Context: an optimization exercise on an open-source flow, tuned for small area, a short achievable clock period and few clock cycles per item. The choices shown serve that exercise and are no tape-out recipe.
Power is estimated from default activity; no workload was simulated.

== exp/harbor ==
// streaming_top_k_selector_core
module streaming_top_k_selector_core
(
    input  logic         clk,
    input  logic         rst_n,
    input  logic         cfg_we,
    input  logic [3:0]   cfg_wdata,
    input  logic         s_tvalid,
    output logic         s_tready,
    input  logic [31:0]  s_tdata,
    input  logic         s_tlast,
    output logic         m_tvalid,
    input  logic         m_tready,
    output logic [55:0]  m_tdata,
    output logic [0:0]   m_tuser,
    output logic         m_tlast
);
export LEC_CHECK = 0
export CAP_MARGIN = 20
export CORE_MARGIN = 2
export CORE_UTILIZATION = 40
export CTS_BUF_LIST = sky130_fd_sc_hd__clkbuf_8
export CTS_CLUSTER_SIZE = 30
export PLACE_DENSITY = 0.6
export SETUP_SLACK_MARGIN = 3.5
export SLEW_MARGIN = 20
create_clock -name core_clock -period 6.0 [get_ports {clk}]
run.sh (not shown) runs the stock make flow with config.mk's settings and CLKGATE_MAP_FILE= SYNTH_SCRIPT=/design/flow/synth_recipe.tcl, a recipe that flattens the netlist after the stock synthesis.
Changes in exp/zinc relative to exp/harbor:
diff --git a/flow/config.mk b/flow/config.mk
--- a/flow/config.mk
+++ b/flow/config.mk
@@ -10,4 +10,3 @@
 export CORE_UTILIZATION = 40
-export CTS_BUF_LIST = sky130_fd_sc_hd__clkbuf_8
-export CTS_CLUSTER_SIZE = 30
+export CTS_BUF_LIST = sky130_fd_sc_hd__clkbuf_4 sky130_fd_sc_hd__clkbuf_8
 export PLACE_DENSITY = 0.6
==> results.txt <==
As far as final setup violation count goes, exp/harbor and exp/zinc are indistinguishable; the numbers are identical.
Cmp exp/harbor and exp/zinc / peak clock frequency supported by timing / lower: exp/harbor
The relative contribution of sequential cells to total power reported for exp/zinc is smaller than that of exp/harbor by 0.2 points.
| wire length | exp/harbor vs exp/zinc | ≈ equal |
Going from exp/harbor to exp/zinc, period utilization shrinks by 0.36 points.
Per the comparison of exp/zinc with exp/harbor, area growth from synthesis to layout stayed essentially flat; sequential share of layout area has remained practically unchanged.
The instance count of the mapped netlist on exp/zinc is in line with that on exp/harbor.
The run with more setup slack is exp/zinc; exp/harbor has less.
Taking exp/harbor as the reference, in exp/zinc critical path depth rose 1, hold slack about even.
Function was not checked in any run of this note: the RTL went through the layout flow alone.

========
north:
streaming_top_k_selector_core, a different RTL version from the one above (not shown whole).
Size in the first run: ~3,000 cells after synthesis, about 100 I/O pins, ~33,000 sq um of cells after synthesis.
export LEC_CHECK = 0
export CAP_MARGIN = 20
export CORE_MARGIN = 2
export CORE_UTILIZATION = 40
export PLACE_DENSITY = 0.6
export SETUP_SLACK_MARGIN = 3.0
export SLEW_MARGIN = 20
create_clock -name core_clock -period 6.0 [get_ports {clk}]
north reached the end of the flow, and the finished layout is clean on the timing, DRC and antenna checks.
--- input diff north..south ---
- SETUP_SLACK_MARGIN changed from 3.0 to 3.5
==> results.txt <==
Taking north as the reference, in south final-layout clock buffer total lost 7; buffer share of cell area went up; total power after layout now larger; utilization now sits higher; clock insertion delay at the later pin of the skew report has remained practically unchanged.
| max-slew headroom at the worst pin | higher: south |
Comparing north and south, the lower first-pass GRT wire length is on north.
south: done, clean on timing, DRC and antenna
Re worst path required time: north was lower than south.
Area: south vs north -> south larger
What east does differently from south at the input level:
- swapping 3.5 for 3.8 in SETUP_SLACK_MARGIN
### Flow results
- Comparing east and south, the lower cell count was measured on south.
- Compared with south, east shows a via count that is about 7% higher.
- On share of the final layout cell area in multi-input gates: between east and south, it ends up lower for east.
No functional check of the RTL was part of any run of this note.

========
fjord:
The RTL this note starts from:
==> flow/design.v <==
package stk_pkg;
    localparam int K_MAX     = 8;
    localparam int SCORE_W   = 32;
    localparam int IDX_W     = 18;
    localparam int KCFG_W    = 4;
    localparam int MTDATA_W  = 56;
endpackage
module stk_gt
(
    input  logic [31:0] a,
    input  logic [31:0] b,
    output logic        gt
);
    logic [31:0] g0, e0;
    logic [15:0] g1, e1;
    logic [7:0]  g2, e2;
    logic [3:0]  g3, e3;
    logic [1:0]  g4, e4;
    always_comb
    begin
        for (int i = 0; i < 31; i++)
        begin
            g0[i] = a[i] & ~b[i];
            e0[i] = ~(a[i] ^ b[i]);
        end
        g0[31] = ~a[31] & b[31];
        e0[31] = ~(a[31] ^ b[31]);
        for (int i = 0; i < 16; i++)
        begin
            g1[i] = g0[2*i+1] | (e0[2*i+1] & g0[2*i]);
            e1[i] = e0[2*i+1] & e0[2*i];
        end
        for (int i = 0; i < 8; i++)
        begin
            g2[i] = g1[2*i+1] | (e1[2*i+1] & g1[2*i]);
            e2[i] = e1[2*i+1] & e1[2*i];
        end
        for (int i = 0; i < 4; i++)
        begin
            g3[i] = g2[2*i+1] | (e2[2*i+1] & g2[2*i]);
            e3[i] = e2[2*i+1] & e2[2*i];
        end
        for (int i = 0; i < 2; i++)
        begin
            g4[i] = g3[2*i+1] | (e3[2*i+1] & g3[2*i]);
            e4[i] = e3[2*i+1] & e3[2*i];
        end
        gt = g4[1] | (e4[1] & g4[0]);
    end
endmodule
module streaming_top_k_selector_core
(
    input  logic         clk,
    input  logic         rst_n,
    input  logic         cfg_we,
    input  logic [3:0]   cfg_wdata,
    input  logic         s_tvalid,
    output logic         s_tready,
    input  logic [31:0]  s_tdata,
    input  logic         s_tlast,
    output logic         m_tvalid,
    input  logic         m_tready,
    output logic [55:0]  m_tdata,
    output logic [0:0]   m_tuser,
    output logic         m_tlast
);
    localparam logic [17:0] POS_LIMIT = 18'h3FFFF;
    logic [7:0]  km_cfg;         
    logic [17:0] pos_reg;        
    logic        first_reg;      
    logic        rdy_reg;        
    logic        ok_reg;         
    logic        s1_v;
    logic        s1_last;
    logic [7:0]  s1_km;
    logic [31:0] s1_score;
    logic        s2_v;
    logic        s2_last;
    logic [7:0]  s2_km;
    logic [31:0] s2_score;
    logic [17:0] s2_idx;
    logic [7:0]  bt_reg;         
    logic [31:0] sc_reg [8];
    logic [17:0] ix_reg [8];
    logic [7:0]  vld_reg;        
    logic        act_reg;        
    logic [7:0]  ptr_reg;        
    logic [7:0]  rem_reg;        
    logic [7:0]  fil_reg;        
    logic [7:0]  gap_reg;        
    logic [6:0]  room_reg;       
    logic        out_v;
    logic        out_last;
    logic        out_user;
    logic [49:0] out_data;
    logic [7:0]  chain;
    logic [7:0]  at;
    logic [7:0]  sd;
    logic [7:0]  hold;
    logic        ins;
    logic        adj;
    logic        s2_end;
    always_comb
    begin
        chain[0] = 1'b0;
        for (int m = 1; m < 8; m++)
        begin
            chain[m] = chain[m-1] || bt_reg[m-1];
        end
        ins = |bt_reg;
        adj = act_reg && !gap_reg[0];
        for (int m = 0; m < 8; m++)
        begin
            at[m] = bt_reg[m] && !chain[m];
            sd[m] = chain[m] && ((m == 0 ? 1'b1 : vld_reg[(m > 0) ? m - 1 : 0]) || adj);
            hold[m] = !(sd[m] || at[m]);
        end
        s2_end = s2_v && s2_last;
    end
    logic [7:0] gl;
    logic       gi;
    for (genvar j = 0; j < 8; j++)
    begin : g_cmp
        stk_gt u_gt (.a(s1_score), .b(sc_reg[j]), .gt(gl[j]));
    end
    stk_gt u_gti (.a(s1_score), .b(s2_score), .gt(gi));
    logic        load;
    logic        out_keep;
    logic        drain_end;
    logic [49:0] pick;
    assign load      = act_reg && (!out_v || m_tready);
    assign out_keep  = !act_reg || (out_v && !m_tready);
    assign drain_end = !rem_reg[1];
    always_comb
    begin
        pick = '0;
        for (int j = 0; j < 8; j++)
        begin
            pick = pick | ({sc_reg[j], ix_reg[j]} & {50{ptr_reg[j]}});
        end
    end
    logic        move;
    logic        accept;
    logic        s1_load;
    logic        s1_keep;
    logic        s1_v_n;
    logic        s1_last_n;
    logic        s2_v_n;
    logic        s2_end_n;
    logic [7:0]  vld_ins;
    logic [7:0]  vld_n;
    logic        act_n;
    logic [7:0]  ptr_n;
    logic [7:0]  rem_n;
    logic [7:0]  fil_n;
    logic [7:0]  gap_n;
    logic [6:0]  room_n;
    logic        out_v_n;
    logic [7:0]  bt_base;
    logic [7:0]  bt_fix;
    logic [7:0]  bt_n;
    logic        push;           
    assign move    = s1_v && ok_reg;
    assign accept  = s_tvalid && rdy_reg;
    assign s1_load = !s1_v || ok_reg;
    assign s1_keep = s1_v && !ok_reg;
    assign push    = adj && ins;
    always_comb
    begin
        s1_v_n    = accept || (s1_v && !ok_reg);
        s1_last_n = s1_load ? s_tlast : s1_last;
        s2_v_n    = move;
        s2_end_n  = move && s1_last;
        out_v_n   = load || (out_v && !m_tready);
        vld_ins   = ins ? {vld_reg[6:0], 1'b1} : vld_reg;
        if (s2_end)
        begin
            vld_n  = 8'd0;
            act_n  = 1'b1;
            ptr_n  = 8'd1;
            rem_n  = s2_km;
            fil_n  = vld_ins;
            gap_n  = 8'd0;
            for (int i = 0; i < 7; i++)
            begin
                room_n[i] = !s2_km[7-i];
            end
        end
        else
        begin
            vld_n  = vld_ins;
            act_n  = act_reg && !(load && drain_end);
            ptr_n  = ptr_reg;
            if (load)
                ptr_n = {ptr_n[6:0], 1'b0};
            if (push)
                ptr_n = {ptr_n[6:0], 1'b0};
            rem_n  = load ? {1'b0, rem_reg[7:1]} : rem_reg;
            fil_n  = load ? {1'b0, fil_reg[7:1]} : fil_reg;
            gap_n  = gap_reg;
            if (load && !(ins && !adj))
                gap_n = {gap_reg[6:0], 1'b1};
            else if (!load && ins && !adj)
                gap_n = {1'b0, gap_reg[7:1]};
            room_n = push ? {1'b0, room_reg[6:1]} : room_reg;
        end
        for (int m = 0; m < 8; m++)
        begin
            bt_base[m]  = move && s1_km[m];
            bt_fix[m]   = s2_end
                       || (sd[m] && (m == 0 ? 1'b1 : !vld_reg[(m > 0) ? m - 1 : 0]))
                       || (hold[m] && !vld_reg[m]);
            bt_n[m]     = bt_base[m]
                       && (bt_fix[m]
                           || (sd[m] && gl[(m > 0) ? m - 1 : 0])
                           || (at[m] && gi)
                           || (hold[m] && gl[m]));
        end
    end
    logic ld1;
    logic safe1;
    logic blocked1;
    logic ok_n;
    always_comb
    begin
        ld1      = act_n && !out_v_n;
        blocked1 = s1_last_n && (act_n || s2_end_n);
        if (s2_end_n)
            safe1 = !s1_km[7];
        else if (!act_n)
            safe1 = 1'b1;
        else if (!s2_v_n)
            safe1 = gap_n[0] || room_n[0] || ld1;
        else if (gap_n[0])
            safe1 = gap_n[1] || room_n[0] || ld1;
        else
            safe1 = room_n[1] || ld1;
        ok_n = !blocked1 && safe1;
    end
    assign s_tready = rdy_reg;
    assign m_tvalid = out_v;
    assign m_tlast  = out_last;
    assign m_tuser  = out_user;
    assign m_tdata  = {6'b0, out_data};
    always_ff @(posedge clk or negedge rst_n)
    begin
        if (!rst_n)
        begin
            km_cfg    <= 8'h0F;
            first_reg <= 1'b1;
            rdy_reg   <= 1'b1;
            ok_reg    <= 1'b1;
            s1_v      <= 1'b0;
            s2_v      <= 1'b0;
            vld_reg   <= 8'd0;
            act_reg   <= 1'b0;
            out_v     <= 1'b0;
        end
        else
        begin
            if (cfg_we)
            begin
                if (cfg_wdata == 4'd0)
                    km_cfg <= 8'h01;
                else if (cfg_wdata > 4'd8)
                    km_cfg <= 8'hFF;
                else
                    km_cfg <= 8'((9'd1 << cfg_wdata) - 9'd1);
            end
            if (accept)
            begin
                first_reg <= s_tlast;
            end
            rdy_reg <= !s1_v_n || ok_n;
            ok_reg  <= ok_n;
            s1_v    <= s1_v_n;
            s2_v    <= s2_v_n;
            vld_reg <= vld_n;
            act_reg <= act_n;
            out_v   <= out_v_n;
        end
    end
    always_ff @(posedge clk)
    begin
        if (accept)
        begin
            if (first_reg)
                pos_reg <= '0;
            else if (pos_reg != POS_LIMIT)
                pos_reg <= pos_reg + 18'd1;
        end
        s1_km    <= (km_cfg & {8{s1_load}}) | (s1_km & {8{s1_keep}});
        s1_score <= (s_tdata & {32{s1_load}}) | (s1_score & {32{s1_keep}});
        s1_last  <= s1_last_n;
        s2_last  <= s1_last;
        s2_km    <= s1_km;
        s2_score <= s1_score;
        s2_idx   <= pos_reg;
        for (int m = 0; m < 8; m++)
        begin
            bt_reg[m] <= bt_n[m];
            sc_reg[m] <= (sc_reg[m] & {32{hold[m]}})
                       | (sc_reg[(m > 0) ? m - 1 : 0] & {32{sd[m]}})
                       | (s2_score & {32{at[m]}});
            ix_reg[m] <= (ix_reg[m] & {18{hold[m]}})
                       | (ix_reg[(m > 0) ? m - 1 : 0] & {18{sd[m]}})
                       | (s2_idx & {18{at[m]}});
        end
        ptr_reg  <= ptr_n;
        rem_reg  <= rem_n;
        fil_reg  <= fil_n;
        gap_reg  <= gap_n;
        room_reg <= room_n;
        out_last <= (drain_end & load) | (out_last & out_keep);
        out_user <= (fil_reg[0] & load) | (out_user & out_keep);
        out_data <= ((fil_reg[0] ? pick : {32'h8000_0000, 18'b0}) & {50{load}})
                  | (out_data & {50{out_keep}});
    end
endmodule
Settings: LEC_CHECK=0, CAP_MARGIN=20, CORE_MARGIN=2, CORE_UTILIZATION=40, PLACE_DENSITY=0.6, SETUP_SLACK_MARGIN=3.65, SLEW_MARGIN=20; clock period 6.0 ns.
fjord | stages: all done | timing, DRC, antenna: all pass
## Diff of input files: raven against fjord
# fjord
export LEC_CHECK = 0
export CAP_MARGIN = 20
export CORE_MARGIN = 2
export CORE_UTILIZATION = 40
export PLACE_DENSITY = 0.6
export SETUP_SLACK_MARGIN = 3.65
export SLEW_MARGIN = 20
create_clock -name core_clock -period 6.0 [get_ports {clk}]
# raven
export LEC_CHECK = 0
export CAP_MARGIN = 20
export CORE_MARGIN = 2
export CORE_UTILIZATION = 40
export PLACE_DENSITY = 0.6
export SETUP_SLACK_MARGIN = 3.5
export SLEW_MARGIN = 20
create_clock -name core_clock -period 6.0 [get_ports {clk}]
Notes after the runs:
Compared with fjord, raven shows critical path data arrival time lower by 0.17 ns.
Compared with fjord, raven shows a lower routed length per placed instance.
raven vs. fjord: first-pass iteration count of the detailed router went up by 3.
Final instance area came out lower on raven than on fjord.
Relative to fjord, the largest stage delay on the critical path of raven is higher by 0.31 ns.
Of raven and fjord, it is raven that has the lower final cell count.
Relative to fjord, raven improves minimum setup slack in the final design.
No run of this note included a check of the RTL's function; only the layout flow was run.

static timing again, ports no longer ideal:
Ports are ideal in the flow. The routed layouts listed here were re-timed in OpenROAD.
Step 1: set_driving_cell puts a clkbuf_16 on clk and a buf_2 on each other input, an assumption about the parent block.
Step 2, shift: input delay + t, output delay - t, t = (earliest + latest rising clock arrival at the registers) / 2. This alone moves slack from input paths to output paths.
Slacks: ideal ports / drivers / drivers and shift; pairs: ideal ports / drivers.
| run | shift t [ns] | slack for setup (ns) | worst slew at a driven data input, ns | pins driven straight from the clock port |
|---|---|---|---|---|
| exp/harbor | 0.801 | 3.354 / 3.348 / 2.885 | 0.04 | 1 |
| exp/zinc | 0.800 | 3.376 / 3.340 / 2.883 | 0.04 | 1 |
| north | 0.685 | 3.024 / 3.024 / 2.656 | 0.05 | 1 |
| south | 0.676 | 3.286 / 3.286 / 3.043 | 0.04 | 1 |
| east | 0.700 | 3.287 / 3.287 / 3.163 | 0.06 | 1 |
| fjord | 0.702 | 3.137 / 3.137 / 3.113 | 0.04 | 1 |
| raven | 0.689 | 3.307 / 3.307 / 3.053 | 0.05 | 1 |
After both steps setup and hold are still met in every run listed. For exp/zinc, which loses most, drivers alone change the setup slack by -0.036 ns; drivers and shift together by -0.493 ns.
